This design comes from an exercise in tuning for small area, a short achievable clock period and few clock cycles per item on the open sky130 flow, not from production work. Only simulation tests tie the RTL to the original design; equivalence was not proved. Power is estimated from default activity; no workload was simulated.

==> branch fjord: inputs <==
Design per_sensor_window_average_threshold_top, start of the top module:
module per_sensor_window_average_threshold_top #(
    parameter int NUM_SENSORS = psw_pkg::NUM_SENSORS_DEF,
    parameter int WINDOW_LEN  = psw_pkg::WINDOW_LEN_DEF
) (
    input  logic                            aclk,
    input  logic                            aresetn,
    input  logic                            s_valid,
    output logic                            s_ready,
    input  logic [psw_pkg::SENSOR_W-1:0]    s_sensor_id,
    input  logic [psw_pkg::SAMPLE_W-1:0]    s_sample,
    output logic                            m_valid,
    input  logic                            m_ready,
    output logic [psw_pkg::SENSOR_W-1:0]    m_report_sensor,
    output logic                            m_report_kind,
    output logic [psw_pkg::SAMPLE_W-1:0]    m_value,
    output logic                            m_last,
    input  logic                            psel,
    input  logic                            penable,
    input  logic                            pwrite,
    input  logic [psw_pkg::APB_ADDR_W-1:0]  paddr,
    input  logic [psw_pkg::APB_DATA_W-1:0]  pwdata,
    output logic [psw_pkg::APB_DATA_W-1:0]  prdata,
    output logic                            pready
);
make LEC_CHECK=0 ABC_CLOCK_PERIOD_IN_PS=2000 CAP_MARGIN=20 CORE_MARGIN=2 CORE_UTILIZATION=55 SETUP_SLACK_MARGIN=3.7 SLEW_MARGIN=20 SYNTH_HIERARCHICAL=1 SYNTH_MINIMUM_KEEP_SIZE=0 finish   # period 7.0 ns
run.sh (not shown) runs the stock make flow with config.mk's settings and CLKGATE_MAP_FILE= SYNTH_SCRIPT=/design/flow/synth_recipe.tcl, a recipe that flattens the netlist after the stock synthesis.
==> inputs of branch harbor, as changes to branch fjord <==
--- a/flow/design.v
+++ b/flow/design.v
@@ -44,13 +44,12 @@
             end
         end
     end
 endmodule
 module psw_div (
     input  logic [18:0] v,
-    input  logic [18:0] v5,
     input  logic [24:0] res5,
     output logic [15:0] q3,
     output logic [15:0] q5
 );
     function automatic logic [2:0] add_mod3(input logic [2:0] a, input logic [2:0] b);
         logic [2:0] r;
@@ -78,13 +77,13 @@
     logic [19:0] qq3, qq5;
     logic [14:0] res3;
     logic [2:0]  r3;
     logic [4:0]  r5;
     logic [3:0]  d, qd;
     assign x3 = {2'b00, v[17:0]};
-    assign x5 = {1'b0, v5};
+    assign x5 = {1'b0, v};
     always_comb begin
         for (int i = 0; i < 5; i++) begin
             res3[3*i +: 3] = 3'b001;
             for (int val = 0; val < 16; val++) begin
                 if (x3[4*i +: 4] == 4'(val)) begin
                     res3[3*i +: 3] = 3'(1 << (val % 3));
@@ -397,13 +396,13 @@
     assign r_thr_n = ({SUM_W{r_n_oh[0]}} & thr_x1) |
                      ({SUM_W{r_n_oh[1]}} & (thr_x1 << 1)) |
                      ({SUM_W{r_n_oh[2]}} & thr_x3) |
                      ({SUM_W{r_n_oh[3]}} & (thr_x1 << 2)) |
                      ({SUM_W{r_n_oh[4]}} & thr_x5) |
                      ({SUM_W{r_n_oh[5]}} & (thr_x3 << 1));
-    logic [SUM_W-1:0] x, y, r_sum;
+    logic [SUM_W-1:0] x, y, r_sum, r_v;
     logic             r_below;
     assign {x, y} = csa(r_p, r_q, r_r);
     psw_add u_add (
         .a   (x),
         .b   (y),
         .sum (r_sum)
@@ -411,76 +410,73 @@
     psw_below u_below (
         .x     (x),
         .y     (y),
         .thr_n (r_thr_n),
         .below (r_below)
     );
+    always_comb begin
+        case (r_n)
+            3'd2, 3'd6: r_v = r_sum >> 1;
+            3'd4:       r_v = r_sum >> 2;
+            default:    r_v = r_sum;
+        endcase
+    end
     logic [24:0]         r_res5;
     psw_digres u_digres (
         .v    (r_sum),
         .res5 (r_res5)
     );
     logic [WIN_W-1:0]    s_win;
     logic [SUM_W-1:0]    s_v;
     logic [24:0]         s_res5;
-    logic                s_d3, s_d5, s_h1, s_h2, s_n6;
+    logic                s_d3, s_d5;
     logic [CNT_W-1:0]    s_e;
     logic [SENSOR_W-1:0] s_sid;
     always_ff @(posedge aclk) begin
         if (!aresetn) begin
             s_valid_reg <= 1'b0;
         end else if (s_free) begin
             s_valid_reg <= r_valid;
         end
     end
     always_ff @(posedge aclk) begin
         if (s_free && r_valid) begin
             s_win   <= r_win;
-            s_v     <= r_sum;
+            s_v     <= r_v;
             s_res5  <= r_res5;
-            s_d3    <= r_n_oh[2] || r_n_oh[5];
-            s_d5    <= r_n_oh[4];
-            s_h1    <= r_n_oh[0];
-            s_h2    <= r_n_oh[1];
-            s_n6    <= r_n_oh[5];
+            s_d3    <= (r_n == 3'd3) || (r_n == 3'd6);
+            s_d5    <= (r_n == 3'd5);
             s_sid   <= r_sid;
             s_below <= r_below;
             s_e     <= r_n - 1'b1;
             s_last  <= (r_n == 3'd1);
         end else if (push) begin
             s_e     <= s_e - 1'b1;
             s_last  <= (s_e == 3'd1);
         end
     end
     logic                p_kind;
     logic                p_last;
     logic [SAMPLE_W-1:0] q3, q5;
-    logic [SUM_W-1:0] e_v;
-    assign e_v = s_n6 ? {1'b0, s_v[SUM_W-1:1]} : s_v;
     psw_div u_div (
-        .v        (e_v),
-        .v5       (s_v),
+        .v        (s_v),
         .res5     (s_res5),
         .q3       (q3),
         .q5       (q5)
     );
     assign p_kind  = s_below ? psw_pkg::KIND_AVG : psw_pkg::KIND_SAMPLE;
     assign p_last  = s_below || s_last;
     logic [SAMPLE_W-1:0] m_value_next;
-    logic                sel_q3, sel_q5, sel_h1, sel_h2, sel_h4, sel_w;
+    logic                sel_q3, sel_q5, sel_v, sel_w;
     assign sel_q3 = s_below && s_d3;
     assign sel_q5 = s_below && s_d5;
-    assign sel_h1 = s_below && s_h1;
-    assign sel_h2 = s_below && s_h2;
-    assign sel_h4 = s_below && !s_d3 && !s_d5 && !s_h1 && !s_h2;
+    assign sel_v  = s_below && !s_d3 && !s_d5;
     assign sel_w  = !s_below;
     assign m_value_next = ({SAMPLE_W{sel_q3}} & q3) |
                           ({SAMPLE_W{sel_q5}} & q5) |
-                          ({SAMPLE_W{sel_h1}} & s_v[SAMPLE_W-1:0]) |
-                          ({SAMPLE_W{sel_h2}} & s_v[SAMPLE_W:1]) |
-                          ({SAMPLE_W{sel_h4}} & s_v[SAMPLE_W+1:2]) |
+                          ({SAMPLE_W{sel_v}}  & s_v[SAMPLE_W-1:0]) |
                           ({SAMPLE_W{sel_w}}  & s_win[s_e*SAMPLE_W +: SAMPLE_W]);
     logic                m_valid_reg;
     logic [SENSOR_W-1:0] m_sensor_reg;
     logic                m_kind_reg;
     logic [SAMPLE_W-1:0] m_value_reg;
     logic                m_last_reg;
--- a/flow/config.mk
+++ b/flow/config.mk
@@ -6,10 +6,12 @@
 export NUM_CORES = 4
 export LEC_CHECK = 0
 export ABC_CLOCK_PERIOD_IN_PS = 2000
 export CAP_MARGIN = 20
 export CORE_MARGIN = 2
 export CORE_UTILIZATION = 55
+export CTS_CLUSTER_DIAMETER = 100
+export CTS_CLUSTER_SIZE = 30
 export SETUP_SLACK_MARGIN = 3.7
 export SLEW_MARGIN = 20
 export SYNTH_HIERARCHICAL = 1
 export SYNTH_MINIMUM_KEEP_SIZE = 0
==> flow_summary.ini <==
[pwr]
p_int_mw = 21.4
switching_share = 0.313

[timing]
setup_slack_ns = 3.27

[cells_and_area]
bufAreaShareNonClock = 0.0591
inverters = 190

[place]
pre_cts_slack_ns = 2.06
place_inst = 6357

[status]
status = no timing/DRC/antenna violations

[worst_setup_path]
cp_data_arrival_time_ns = 4.27
cp.depth = 15
# the run above: branch fjord

==> flow_summary.ini <==
[status]
status = no timing/DRC/antenna violations

[worst_setup_path]
cp_data_arrival_time_ns = 3.98
cp.depth = 13

[cells_and_area]
inverters = 197
bufAreaShareNonClock = 0.0593

[place]
pre_cts_slack_ns = 2.10

[timing]
setup_slack_ns = 3.48

[pwr]
switching_share = 0.331
p_int_mw = 18.2

[flow_run]
maxCapViolations = 0
# the run above: branch harbor

Testbench counts of branch fjord, summed over its fixed seeds: cycles 7,578, items 3,200.
Testbench counts of branch harbor, summed over its fixed seeds: cycles 7,578, items 3,200.

==> indigo <==
Another version of the RTL of per_sensor_window_average_threshold_top (not shown whole).
## per_sensor_window_average_threshold_top
module per_sensor_window_average_threshold_top #(
    parameter int NUM_SENSORS = psw_pkg::NUM_SENSORS_DEF,
    parameter int WINDOW_LEN  = psw_pkg::WINDOW_LEN_DEF
) (
    input  logic                            aclk,
    input  logic                            aresetn,
    input  logic                            s_valid,
    output logic                            s_ready,
    input  logic [psw_pkg::SENSOR_W-1:0]    s_sensor_id,
    input  logic [psw_pkg::SAMPLE_W-1:0]    s_sample,
    output logic                            m_valid,
    input  logic                            m_ready,
    output logic [psw_pkg::SENSOR_W-1:0]    m_report_sensor,
    output logic                            m_report_kind,
    output logic [psw_pkg::SAMPLE_W-1:0]    m_value,
    output logic                            m_last,
    input  logic                            psel,
    input  logic                            penable,
    input  logic                            pwrite,
    input  logic [psw_pkg::APB_ADDR_W-1:0]  paddr,
    input  logic [psw_pkg::APB_DATA_W-1:0]  pwdata,
    output logic [psw_pkg::APB_DATA_W-1:0]  prdata,
    output logic                            pready
);
    localparam int SAMPLE_W = psw_pkg::SAMPLE_W;
  ...
make LEC_CHECK=0 ABC_CLOCK_PERIOD_IN_PS=3000 CAP_MARGIN=20 CORE_MARGIN=2 CORE_UTILIZATION=40 SETUP_SLACK_MARGIN=3.5 SLEW_MARGIN=20 finish   # period 7.0 ns
==> pepper (differences from indigo) <==
--- a/flow/design.v
+++ b/flow/design.v
@@ -53,53 +53,40 @@
             end
         end
         add_mod5 = r;
     endfunction
     function automatic logic [17:0] div3(input logic [17:0] x);
-        logic [19:0] xe;
-        logic [17:0] rs;
-        logic [17:0] nx;
+        logic [29:0] rs;
+        logic [29:0] nx;
         logic [2:0]  r;
-        logic [3:0]  d;
-        logic [3:0]  qd;
-        logic [19:0] q;
-        xe = {2'b00, x};
-        for (int i = 0; i < 6; i++) begin
-            rs[3*i +: 3] = 3'b001;
-            if (i < 5) begin
-                d = xe[4*i +: 4];
-                for (int v = 0; v < 16; v++) begin
-                    if (d == 4'(v)) begin
-                        rs[3*i +: 3] = 3'(1 << (v % 3));
-                    end
-                end
+        logic [1:0]  d;
+        logic [17:0] q;
+        for (int i = 0; i < 10; i++) begin
+            if (i < 9) begin
+                d = x[2*i +: 2];
+                rs[3*i +: 3] = {d == 2'd2, d == 2'd1, (d == 2'd0) || (d == 2'd3)};
+            end else begin
+                rs[3*i +: 3] = 3'b001;
             end
         end
-        for (int s = 1; s < 8; s = s * 2) begin
-            for (int i = 0; i < 6; i++) begin
-                if (i + s < 6) begin
+        for (int s = 1; s < 16; s = s * 2) begin
+            for (int i = 0; i < 10; i++) begin
+                if (i + s < 10) begin
                     nx[3*i +: 3] = add_mod3(rs[3*i +: 3], rs[3*(i+s) +: 3]);
                 end else begin
                     nx[3*i +: 3] = rs[3*i +: 3];
                 end
             end
             rs = nx;
         end
-        for (int i = 0; i < 5; i++) begin
+        for (int i = 0; i < 9; i++) begin
             r = rs[3*(i+1) +: 3];
-            d = xe[4*i +: 4];
-            qd = 4'd0;
-            for (int k = 0; k < 3; k++) begin
-                for (int v = 0; v < 16; v++) begin
-                    if (r[k] && (d == 4'(v))) begin
-                        qd = qd | 4'((16 * k + v) / 3);
-                    end
-                end
-            end
-            q[4*i +: 4] = qd;
+            d = x[2*i +: 2];
+            q[2*i+1] = r[2] | (r[1] & d[1]);
+            q[2*i]   = (r[0] & d[1] & d[0]) | (r[1] & !d[1]) | (r[2] & (d[1] | d[0]));
         end
-        div3 = q[17:0];
+        div3 = q;
     endfunction
     function automatic logic [15:0] div5(input logic [18:0] x);
         logic [19:0] xe;
         logic [29:0] rs;
         logic [29:0] nx;
@@ -179,110 +166,72 @@
     localparam int CNT_W    = 3;
     localparam int SUM_W    = 19;
     localparam int ROW_W    = (WINDOW_LEN - 1) * SAMPLE_W;
     localparam int WIN_W    = WINDOW_LEN * SAMPLE_W;
     logic [SAMPLE_W-1:0] thr_reg;
-    logic [SAMPLE_W-1:0] prdata_reg;
     logic                cfg_sel;
     logic                cfg_wr;
     assign pready  = 1'b1;
     assign cfg_sel = (paddr[psw_pkg::APB_ADDR_W-1:2] == psw_pkg::REG_LEVEL_THRESHOLD);
     assign cfg_wr  = psel && penable && pwrite && cfg_sel;
-    assign prdata  = psw_pkg::APB_DATA_W'(prdata_reg);
+    assign prdata  = cfg_sel ? psw_pkg::APB_DATA_W'(thr_reg) : '0;
     always_ff @(posedge aclk) begin
         if (!aresetn) begin
             thr_reg <= psw_pkg::THRESHOLD_RESET;
         end else if (cfg_wr) begin
             thr_reg <= pwdata[SAMPLE_W-1:0];
         end
     end
-    always_ff @(posedge aclk) begin
-        if (!cfg_sel) begin
-            prdata_reg <= '0;
-        end else if (!aresetn) begin
-            prdata_reg <= psw_pkg::THRESHOLD_RESET;
-        end else if (cfg_wr) begin
-            prdata_reg <= pwdata[SAMPLE_W-1:0];
-        end else begin
-            prdata_reg <= thr_reg;
-        end
-    end
-    logic i_valid, j_valid, r_valid, s_valid_reg, k_valid;
+    logic i_valid, r_valid, s_valid_reg, k_valid;
     logic s_below, s_last;
     logic push, s_done, s_free, r_free, i_free, take, adv;
     assign push    = s_valid_reg && !k_valid;
     assign s_done  = push && (s_below || s_last);
     assign s_free  = !s_valid_reg || s_done;
     assign r_free  = !r_valid || s_free;
     assign adv     = i_valid && r_free;
     assign i_free  = !i_valid || r_free;
-    assign s_ready = !j_valid;
-    assign take    = s_valid && !j_valid;
-    logic [SENSOR_W-1:0]    i_sid, j_sid;
-    logic [SAMPLE_W-1:0]    i_sample, j_sample;
-    logic [NUM_SENSORS-1:0] i_sel;
-    function automatic logic [NUM_SENSORS-1:0] onehot(input logic [SENSOR_W-1:0] id);
-        onehot = '0;
-        onehot[id] = 1'b1;
-    endfunction
+    assign s_ready = i_free;
+    assign take    = s_valid && i_free;
+    logic [SENSOR_W-1:0] i_sid;
+    logic [SAMPLE_W-1:0] i_sample;
     always_ff @(posedge aclk) begin
         if (!aresetn) begin
             i_valid <= 1'b0;
-            j_valid <= 1'b0;
         end else if (i_free) begin
-            i_valid <= j_valid || s_valid;
-            j_valid <= 1'b0;
-        end else if (take) begin
-            j_valid <= 1'b1;
+            i_valid <= s_valid;
         end
     end
     always_ff @(posedge aclk) begin
-        if (i_free) begin
-            if (j_valid) begin
-                i_sid    <= j_sid;
-                i_sel    <= onehot(j_sid);
-                i_sample <= j_sample;
-            end else if (take) begin
-                i_sid    <= s_sensor_id;
-                i_sel    <= onehot(s_sensor_id);
-                i_sample <= s_sample;
-            end
-        end
-    end
-    always_ff @(posedge aclk) begin
-        if (take && !i_free) begin
-            j_sid    <= s_sensor_id;
-            j_sample <= s_sample;
+        if (take) begin
+            i_sid    <= s_sensor_id;
+            i_sample <= s_sample;
         end
     end
     logic [ROW_W-1:0]    win_mem  [NUM_SENSORS];
     logic [CNT_W-1:0]    fill_reg [NUM_SENSORS];
     logic [ROW_W-1:0]    in_row;
     logic [CNT_W-1:0]    in_fill;
     logic [CNT_W-1:0]    in_n;
     logic [WIN_W-1:0]    in_win;
-    always_comb begin
-        in_row  = '0;
-        in_fill = '0;
-        for (int i = 0; i < NUM_SENSORS; i++) begin
-            in_row  = in_row  | (win_mem[i]  & {ROW_W{i_sel[i]}});
-            in_fill = in_fill | (fill_reg[i] & {CNT_W{i_sel[i]}});
-        end
-    end
-    assign in_n = (in_fill == CNT_W'(WINDOW_LEN)) ? in_fill : in_fill + 1'b1;
+    assign in_row  = win_mem[i_sid];
+    assign in_fill = fill_reg[i_sid];
+    assign in_n    = (in_fill == CNT_W'(WINDOW_LEN)) ? in_fill : in_fill + 1'b1;
     for (genvar i = 0; i < NUM_SENSORS; i++) begin : g_row
         always_ff @(posedge aclk) begin
-            if (adv && i_sel[i]) begin
+            if (adv && (i_sid == SENSOR_W'(i))) begin
                 win_mem[i] <= {win_mem[i][ROW_W-SAMPLE_W-1:0], i_sample};
             end
         end
-        always_ff @(posedge aclk) begin
-            if (!aresetn) begin
+    end
+    always_ff @(posedge aclk) begin
+        if (!aresetn) begin
+            for (int i = 0; i < NUM_SENSORS; i++) begin
                 fill_reg[i] <= '0;
-            end else if (adv && i_sel[i]) begin
-                fill_reg[i] <= in_n;
             end
+        end else if (adv) begin
+            fill_reg[i_sid] <= in_n;
         end
     end
     always_comb begin
         in_win = {in_row, i_sample};
         for (int k = 1; k < WINDOW_LEN; k++) begin
@@ -344,49 +293,21 @@
             r_t   <= ~in_thr_n;
             r_n   <= in_n;
             r_sid <= i_sid;
         end
     end
-    function automatic logic [SUM_W:0] ks_carry(input logic [SUM_W:0] g_in,
-                                                input logic [SUM_W:0] p_in);
-        logic [SUM_W:0] g, p, gn, pn;
-        g = g_in;
-        p = p_in;
-        for (int s = 1; s <= SUM_W; s = s * 2) begin
-            for (int i = 0; i <= SUM_W; i++) begin
-                if (i >= s) begin
-                    gn[i] = g[i] | (p[i] & g[i-s]);
-                    pn[i] = p[i] & p[i-s];
-                end else begin
-                    gn[i] = g[i];
-                    pn[i] = p[i];
-                end
-            end
-            g = gn;
-            p = pn;
-        end
-        ks_carry = g;
-    endfunction
     logic [SUM_W-1:0] x, y, r_sum, r_v;
-    logic [SUM_W:0]   u, v, cg, cp, cc, sg, sp, sc;
+    logic [SUM_W:0]   u, v, cmp;
     logic             r_below;
     assign {x, y} = csa(r_p, r_q, r_r);
+    assign r_sum  = x + y;
     always_comb begin
-        sg = {1'b0, x & y};
-        sp = {1'b0, x ^ y};
-        sc = ks_carry(sg, sp);
-    end
-    assign r_sum = sp[SUM_W-1:0] ^ {sc[SUM_W-2:0], 1'b0};
-    always_comb begin
-        u  = {1'b0, x ^ y ^ r_t};
-        v  = {(x & y) | (x & r_t) | (y & r_t), 1'b0};
-        cg = u & v;
-        cp = u ^ v;
-        cg[0] = cg[0] | cp[0];
-        cc = ks_carry(cg, cp);
+        u   = {1'b0, x ^ y ^ r_t};
+        v   = {(x & y) | (x & r_t) | (y & r_t), 1'b0};
+        cmp = u + v + 1'b1;
     end
-    assign r_below = !(cp[SUM_W] ^ cc[SUM_W-1]);
+    assign r_below = !cmp[SUM_W];
     always_comb begin
         case (r_n)
             3'd2, 3'd6: r_v = r_sum >> 1;
             3'd4:       r_v = r_sum >> 2;
             default:    r_v = r_sum;
==> sierra (differences from indigo) <==
--- a/flow/design.v
+++ b/flow/design.v
@@ -30,10 +30,12 @@
 endpackage
 module psw_div (
     input  logic [18:0] v,
     input  logic        d3,
     input  logic        d5,
+    output logic [15:0] q3,
+    output logic [15:0] q5,
     output logic [15:0] quotient
 );
     function automatic logic [2:0] add_mod3(input logic [2:0] a, input logic [2:0] b);
         logic [2:0] r;
         for (int k = 0; k < 3; k++) begin
@@ -142,15 +144,15 @@
             end
             q[4*i +: 4] = qd;
         end
         div5 = q[15:0];
     endfunction
-    logic [17:0] q3;
-    logic [15:0] q5;
-    assign q3 = div3(v[17:0]);
-    assign q5 = div5(v);
-    assign quotient = d5 ? q5 : (d3 ? q3[15:0] : v[15:0]);
+    logic [17:0] q3_full;
+    assign q3_full  = div3(v[17:0]);
+    assign q3       = q3_full[15:0];
+    assign q5       = div5(v);
+    assign quotient = d5 ? q5 : (d3 ? q3 : v[15:0]);
 endmodule
 module per_sensor_window_average_threshold_top #(
     parameter int NUM_SENSORS = psw_pkg::NUM_SENSORS_DEF,
     parameter int WINDOW_LEN  = psw_pkg::WINDOW_LEN_DEF
 ) (
@@ -252,43 +254,43 @@
         if (take && !i_free) begin
             j_sid    <= s_sensor_id;
             j_sample <= s_sample;
         end
     end
-    logic [ROW_W-1:0]    win_mem  [NUM_SENSORS];
-    logic [CNT_W-1:0]    fill_reg [NUM_SENSORS];
+    logic [ROW_W-1:0]    win_mem    [NUM_SENSORS];
+    logic [CNT_W-1:0]    next_n_reg [NUM_SENSORS];
     logic [ROW_W-1:0]    in_row;
-    logic [CNT_W-1:0]    in_fill;
     logic [CNT_W-1:0]    in_n;
+    logic [CNT_W-1:0]    in_n_after;
     logic [WIN_W-1:0]    in_win;
     always_comb begin
-        in_row  = '0;
-        in_fill = '0;
+        in_row = '0;
+        in_n   = '0;
         for (int i = 0; i < NUM_SENSORS; i++) begin
-            in_row  = in_row  | (win_mem[i]  & {ROW_W{i_sel[i]}});
-            in_fill = in_fill | (fill_reg[i] & {CNT_W{i_sel[i]}});
+            in_row = in_row | (win_mem[i]    & {ROW_W{i_sel[i]}});
+            in_n   = in_n   | (next_n_reg[i] & {CNT_W{i_sel[i]}});
         end
     end
-    assign in_n = (in_fill == CNT_W'(WINDOW_LEN)) ? in_fill : in_fill + 1'b1;
+    assign in_n_after = (in_n == CNT_W'(WINDOW_LEN)) ? in_n : in_n + 1'b1;
     for (genvar i = 0; i < NUM_SENSORS; i++) begin : g_row
         always_ff @(posedge aclk) begin
             if (adv && i_sel[i]) begin
                 win_mem[i] <= {win_mem[i][ROW_W-SAMPLE_W-1:0], i_sample};
             end
         end
         always_ff @(posedge aclk) begin
             if (!aresetn) begin
-                fill_reg[i] <= '0;
+                next_n_reg[i] <= CNT_W'(1);
             end else if (adv && i_sel[i]) begin
-                fill_reg[i] <= in_n;
+                next_n_reg[i] <= in_n_after;
             end
         end
     end
     always_comb begin
         in_win = {in_row, i_sample};
         for (int k = 1; k < WINDOW_LEN; k++) begin
-            if (in_fill < CNT_W'(k)) begin
+            if (in_n <= CNT_W'(k)) begin
                 in_win[k*SAMPLE_W +: SAMPLE_W] = '0;
             end
         end
     end
     function automatic logic [2*SUM_W-1:0] csa(input logic [SUM_W-1:0] a,
@@ -308,26 +310,12 @@
         end
     end
     assign {a1_s, a1_c} = csa(w[1], w[2], w[3]);
     assign {a2_s, a2_c} = csa(w[4], w[5], w[0]);
     assign {a3_s, a3_c} = csa(a1_s, a1_c, a2_s);
-    logic [SUM_W-1:0] thr_x1, thr_x3, thr_x5, in_thr_n;
-    assign thr_x1 = SUM_W'(thr_reg);
-    assign thr_x3 = thr_x1 + (thr_x1 << 1);
-    assign thr_x5 = thr_x1 + (thr_x1 << 2);
-    always_comb begin
-        case (in_n)
-            3'd1:    in_thr_n = thr_x1;
-            3'd2:    in_thr_n = thr_x1 << 1;
-            3'd3:    in_thr_n = thr_x3;
-            3'd4:    in_thr_n = thr_x1 << 2;
-            3'd5:    in_thr_n = thr_x5;
-            default: in_thr_n = thr_x3 << 1;
-        endcase
-    end
     logic [WIN_W-1:0]    r_win;
-    logic [SUM_W-1:0]    r_p, r_q, r_r, r_t;
+    logic [SUM_W-1:0]    r_p, r_q, r_r;
     logic [CNT_W-1:0]    r_n;
     logic [SENSOR_W-1:0] r_sid;
     always_ff @(posedge aclk) begin
         if (!aresetn) begin
             r_valid <= 1'b0;
@@ -339,11 +327,10 @@
         if (adv) begin
             r_win <= in_win;
             r_p   <= a3_s;
             r_q   <= a3_c;
             r_r   <= a2_c;
-            r_t   <= ~in_thr_n;
             r_n   <= in_n;
             r_sid <= i_sid;
         end
     end
     function automatic logic [SUM_W:0] ks_carry(input logic [SUM_W:0] g_in,
@@ -364,10 +351,24 @@
             g = gn;
             p = pn;
         end
         ks_carry = g;
     endfunction
+    logic [SUM_W-1:0] thr_x1, thr_x3, thr_x5, r_thr_n;
+    assign thr_x1 = SUM_W'(thr_reg);
+    assign thr_x3 = thr_x1 + (thr_x1 << 1);
+    assign thr_x5 = thr_x1 + (thr_x1 << 2);
+    always_comb begin
+        case (r_n)
+            3'd1:    r_thr_n = thr_x1;
+            3'd2:    r_thr_n = thr_x1 << 1;
+            3'd3:    r_thr_n = thr_x3;
+            3'd4:    r_thr_n = thr_x1 << 2;
+            3'd5:    r_thr_n = thr_x5;
+            default: r_thr_n = thr_x3 << 1;
+        endcase
+    end
     logic [SUM_W-1:0] x, y, r_sum, r_v;
     logic [SUM_W:0]   u, v, cg, cp, cc, sg, sp, sc;
     logic             r_below;
     assign {x, y} = csa(r_p, r_q, r_r);
     always_comb begin
@@ -375,12 +376,12 @@
         sp = {1'b0, x ^ y};
         sc = ks_carry(sg, sp);
     end
     assign r_sum = sp[SUM_W-1:0] ^ {sc[SUM_W-2:0], 1'b0};
     always_comb begin
-        u  = {1'b0, x ^ y ^ r_t};
-        v  = {(x & y) | (x & r_t) | (y & r_t), 1'b0};
+        u  = {1'b0, x ^ y ^ ~r_thr_n};
+        v  = {(x & y) | (x & ~r_thr_n) | (y & ~r_thr_n), 1'b0};
         cg = u & v;
         cp = u ^ v;
         cg[0] = cg[0] | cp[0];
         cc = ks_carry(cg, cp);
     end
@@ -425,15 +426,29 @@
     logic                p_last;
     psw_div u_div (
         .v        (s_v),
         .d3       (s_d3),
         .d5       (s_d5),
+        .q3       (q3),
+        .q5       (q5),
         .quotient (avg)
     );
     assign p_kind  = s_below ? psw_pkg::KIND_AVG : psw_pkg::KIND_SAMPLE;
     assign p_value = s_below ? avg : s_win[s_e*SAMPLE_W +: SAMPLE_W];
     assign p_last  = s_below || s_last;
+    logic [SAMPLE_W-1:0] q3, q5, m_value_next;
+    logic                sel_k, sel_q3, sel_q5, sel_v, sel_w;
+    assign sel_k  = k_valid;
+    assign sel_q3 = !k_valid && s_below && s_d3;
+    assign sel_q5 = !k_valid && s_below && s_d5;
+    assign sel_v  = !k_valid && s_below && !s_d3 && !s_d5;
+    assign sel_w  = !k_valid && !s_below;
+    assign m_value_next = ({SAMPLE_W{sel_k}}  & k_value) |
+                          ({SAMPLE_W{sel_q3}} & q3) |
+                          ({SAMPLE_W{sel_q5}} & q5) |
+                          ({SAMPLE_W{sel_v}}  & s_v[SAMPLE_W-1:0]) |
+                          ({SAMPLE_W{sel_w}}  & s_win[s_e*SAMPLE_W +: SAMPLE_W]);
     logic                m_valid_reg;
     logic [SENSOR_W-1:0] m_sensor_reg;
     logic                m_kind_reg;
     logic [SAMPLE_W-1:0] m_value_reg;
     logic                m_last_reg;
@@ -457,16 +472,16 @@
     always_ff @(posedge aclk) begin
         if (head_free) begin
             if (k_valid) begin
                 m_sensor_reg <= k_sensor;
                 m_kind_reg   <= k_kind;
-                m_value_reg  <= k_value;
+                m_value_reg  <= m_value_next;
                 m_last_reg   <= k_last;
             end else if (push) begin
                 m_sensor_reg <= s_sid;
                 m_kind_reg   <= p_kind;
-                m_value_reg  <= p_value;
+                m_value_reg  <= m_value_next;
                 m_last_reg   <= p_last;
             end
         end
     end
     always_ff @(posedge aclk) begin
ABC_CLOCK_PERIOD_IN_PS = 2000   (was 3000)
CORE_UTILIZATION = 55   (was 40)
SETUP_SLACK_MARGIN = 3.7   (was 3.5)
==> summary of the runs <==
Flip-flop and latch count, lowest first: pepper, sierra, indigo.
Against pepper, the sequential share of layout area of indigo is higher by 2.5 points.
Via count, highest first: pepper, sierra, indigo.
Non-clock buffer count: pepper > sierra > indigo.
The highest synthesized area belongs to sierra, the lowest to pepper.
Against indigo, the register-to-register slack of pepper is worse by 0.12 ns.
Against pepper, the clock skew of sierra is lower by 0.0039 ns.
The lowest clock power belongs to sierra, the highest to pepper.
Against sierra, the worst hold slack of indigo is better by 0.0082 ns.
Testbench counts of indigo, summed over its fixed seeds: cycles 7,578, items 3,200.
Testbench counts of pepper, summed over its fixed seeds: cycles 7,578, items 3,200.
Testbench counts of sierra, summed over its fixed seeds: cycles 7,578, items 3,200.

## what the ideal ports hide
The flow's constraints put no driver on any port. The routed layouts listed below were extracted and timed again, unchanged, in two steps.
Step 1: set_driving_cell puts a clkbuf_16 on aclk and a buf_2 on each other input, an assumption about the parent block.
Step 2 moves the port delays by t, midway between the first and last clock arrival at a register: inputs arrive t later, outputs are due t later. That takes back most of the time a late clock gives input paths.
a / b / c = no drivers / after step 1 / after step 2; a / b = the first two.
run	shift t [ns]	setup slack, ns	worst setup path at the end	slew at the worst register clock pin (ns)	worst data-port slew with drivers (ns)
branch fjord	0.891	3.270 / 3.270 / 2.809	input to register	0.07 / 0.07	0.09
branch harbor	0.780	3.482 / 3.482 / 2.975	input to register	0.12 / 0.12	0.08
indigo	0.905	3.201 / 3.201 / 3.201	register to register	0.07 / 0.07	0.05
pepper	0.891	3.079 / 3.079 / 2.828	input to register	0.07 / 0.07	0.04
sierra	0.877	2.633 / 2.633 / 2.633	register to register	0.07 / 0.07	0.06
After both steps every run listed still meets setup and hold. The setup slack of branch harbor, which loses most, moves by 0.000 ns with the drivers and by -0.507 ns with both steps.
